This is an optimization exercise on Yosys and OpenROAD, whose aim is small area and a short achievable clock period, not a production implementation. Only simulation tests tie the RTL to the original design; equivalence was not proved. Power and IR drop assume default switching activity.

Design dacSubsystem, start of the top module:
module dacSubsystem (
  input  logic             ck933,
  input  logic             rstN,
  input  logic             nCs,
  input  logic             nWe,
  input  logic             nRd,
  input  hostBusPkg::addrT addr,
  input  hostBusPkg::dataT wrData,
  output hostBusPkg::dataT rdData,
  input  dspPkg::sampleT   sample0,
  input  dspPkg::sampleT   sample1,
  input  dspPkg::sampleT   sample2,
  input  logic             sampleEn0,
  input  logic             sampleEn1,
  input  logic             sampleEn2,
  output logic             sclk,
  output logic             dacNCs0,
  output logic             dacNCs1,
  output logic             dacNCs2,
  output logic             sdioOut,
  output logic             sdioOe,
  input  logic             sdioIn,
  output dspPkg::dacWordT  dacWord0,
  output dspPkg::dacWordT  dacWord1,
  output dspPkg::dacWordT  dacWord2,
  output logic             dacRst,
  output logic             bsyncNLock,
  output logic             demodNLock
);
Settings: LEC_CHECK=0, CAP_MARGIN=20, CORE_MARGIN=2, CORE_UTILIZATION=40, CTS_CLUSTER_DIAMETER=80, CTS_CLUSTER_SIZE=22, SETUP_SLACK_MARGIN=3.5, SLEW_MARGIN=20; clock period 6.0 ns.
standard.sh (not shown) runs the stock make flow with config.mk's settings and CLKGATE_MAP_FILE= SYNTH_SCRIPT=/design/flow/synth_recipe.tcl, a recipe that flattens the netlist after the stock synthesis.
==> flow/flow/run.sh <==
#!/bin/bash
# Standard synthesis without the full/half-adder cell mapping (registers are unchanged), then
# the standard layout; the resizer may pick any cell of the same function (not only one with
# the same footprint), and the port buffers are plain buffers.
set -euo pipefail
bash standard.sh ADDER_MAP_FILE= synth > synth.log 2>&1
bash standard.sh ADDER_MAP_FILE= MATCH_CELL_FOOTPRINT=0 "BUFFER_PORTS_ARGS=-buffer_cell sky130_fd_sc_hd__buf_1" finish > layout.log 2>&1
==> next run, changes <==
--- a/flow/config.mk
+++ b/flow/config.mk
@@ -6,4 +6,5 @@
 export NUM_CORES = 4
 export LEC_CHECK = 0
+export ABC_AREA = 1
 export CAP_MARGIN = 20
 export CORE_MARGIN = 2
@@ -11,4 +12,4 @@
 export CTS_CLUSTER_DIAMETER = 80
 export CTS_CLUSTER_SIZE = 22
-export SETUP_SLACK_MARGIN = 3.5
+export SETUP_SLACK_MARGIN = 3.7
 export SLEW_MARGIN = 20
Result: The changed run ran to the end with no violations. Cell area goes up by about 2.6%. First-iteration DRC count goes up by about 15%. Hold slack is worse by 0.013 ns. Count of clock-buffer cells in the layout goes up by 3. Global-route usage stays flat. Fmax goes up by about 50%. Via count goes up by about 12%. Critical path depth is unchanged.
==> next run, changes <==
--- a/flow/config.mk
+++ b/flow/config.mk
@@ -9,7 +9,6 @@
 export CAP_MARGIN = 20
 export CORE_MARGIN = 2
-export CORE_UTILIZATION = 40
-export CTS_CLUSTER_DIAMETER = 80
-export CTS_CLUSTER_SIZE = 22
-export SETUP_SLACK_MARGIN = 3.7
+export CORE_UTILIZATION = 55
+export PLACE_DENSITY = 0.7
+export SETUP_SLACK_MARGIN = 3.5
 export SLEW_MARGIN = 20
=>
- The changed run completed with no timing, DRC or antenna violations
- maximum frequency came out lower by 3.6%
- combinational power came out lower by about 10%
- first-iteration DRC count came out higher by 29%
- clock-buffer cell count came out higher by 29
- non-clock buffer count came out lower by 122
- die area came out lower by 27%
- clock power came out higher by 43%
- cell count came out lower by 7.1%
- worst hold slack stays flat
==> next run, changes <==
--- a/flow/config.mk
+++ b/flow/config.mk
@@ -9,6 +9,5 @@
 export CAP_MARGIN = 20
 export CORE_MARGIN = 2
-export CORE_UTILIZATION = 55
-export PLACE_DENSITY = 0.7
+export CORE_UTILIZATION = 40
 export SETUP_SLACK_MARGIN = 3.5
 export SLEW_MARGIN = 20
- routed wire length came out lower by 1.3%
- area after synthesis does not change
- non-clock buffer count came out lower by 4
- setup slack is worse by 0.035 ns
- core utilization came out lower by 18 points
- sequential power stays flat
- worst hold slack hardly moves
- clock-buffer cell count came out higher by 6
- cell count came out higher by 5.2%
- cell area stays flat
- via count came out lower by 4.6%


Setup of north:
Another version of the RTL of dacSubsystem (not shown whole).
For scale: about 3600 cells after synthesis, ~370 flip-flops, about 160 I/O pins, about 23000 sq um of cells after synthesis.
Settings: LEC_CHECK=0, ABC_AREA=1, CAP_MARGIN=20, CORE_MARGIN=2, CORE_UTILIZATION=40, CTS_CLUSTER_DIAMETER=80, CTS_CLUSTER_SIZE=22, SETUP_SLACK_MARGIN=3.6, SLEW_MARGIN=20, TNS_END_PERCENT=50; clock period 6.0 ns.
Scripts as last shown in full above: flow/flow/run.sh
north went all the way through synthesis, placement and routing and the layout is clean on timing, DRC and antenna.
--- input diff north..south ---
Settings: TNS_END_PERCENT no longer set, was 50; SETUP_SLACK_MARGIN now 3.5, was 3.6.
- Going from north to south, layout-stage area growth over the synthesis result went down 1.9 points, hold slack went down 0.0092 ns.
- Min clock distribution area overhead in the final layout across south and north: south
- Both conditions hold for south: the flow ran to the end and the final layout passed the timing, DRC and antenna checks.
- south against north: global-route total usage across every layer saw a decrease; power drawn by the clock network saw a decrease; sequential share of layout area saw an increase; cell area reported after detailed placement saw little to no change.
Inputs modified between south and east:
Settings: PLACE_DENSITY: unset -> 0.65; SETUP_SLACK_MARGIN: 3.5 -> 3.6; CORE_UTILIZATION: 40 -> 50.
### Flow results
- east vs. south: clock-buffer cell count down 2; final instance count without filler cells fell by 129; buffer share of cell area up 0.78 points; design area shows an increase of about 1%.
- Between east and south, it is east whose total power is higher, by about 1.2%.
- Diff south..east | post-cts hold buffer count | unchanged
- Starting utilization of the core area on east is up relative to south.

-- what the ideal ports hide --
No port has a modelled driver above. Below, the same layouts with a new extraction and two added sets of constraints. Step 1: set_driving_cell puts a clkbuf_16 on ck933 and a buf_2 on each other input, an assumption about the parent block. Step 2 moves the port delays by t, midway between the first and last clock arrival at a register: inputs arrive t later, outputs are due t later. That takes back most of the time a late clock gives input paths. Slacks: ideal / step 1 / step 2; pairs: ideal / step 1.
| run | t (ns) | setup slack, ns | worst setup path after step 2 | worst register clock-pin slew, ns |
|---|---|---|---|---|
| the first run of note 1 | 0.643 | 2.299 / 2.308 / 1.676 | input to register | 0.09 / 0.09 |
| the second run of note 1 | 0.636 | 3.545 / 3.556 / 2.934 | input to register | 0.10 / 0.10 |
| the third run of note 1 | 0.633 | 3.454 / 3.471 / 2.839 | input to register | 0.06 / 0.06 |
| the fourth run of note 1 | 0.645 | 3.418 / 3.455 / 2.810 | input to register | 0.06 / 0.06 |
| north | 0.643 | 3.524 / 3.469 / 3.064 | input to register | 0.10 / 0.10 |
| south | 0.617 | 3.511 / 3.454 / 3.000 | input to register | 0.10 / 0.10 |
| east | 0.631 | 3.601 / 3.542 / 3.054 | input to register | 0.10 / 0.10 |
After both steps setup and hold are still met in every run listed. For the first run of note 1, which loses most, drivers alone change the setup slack by +0.009 ns; drivers and shift together by -0.623 ns.
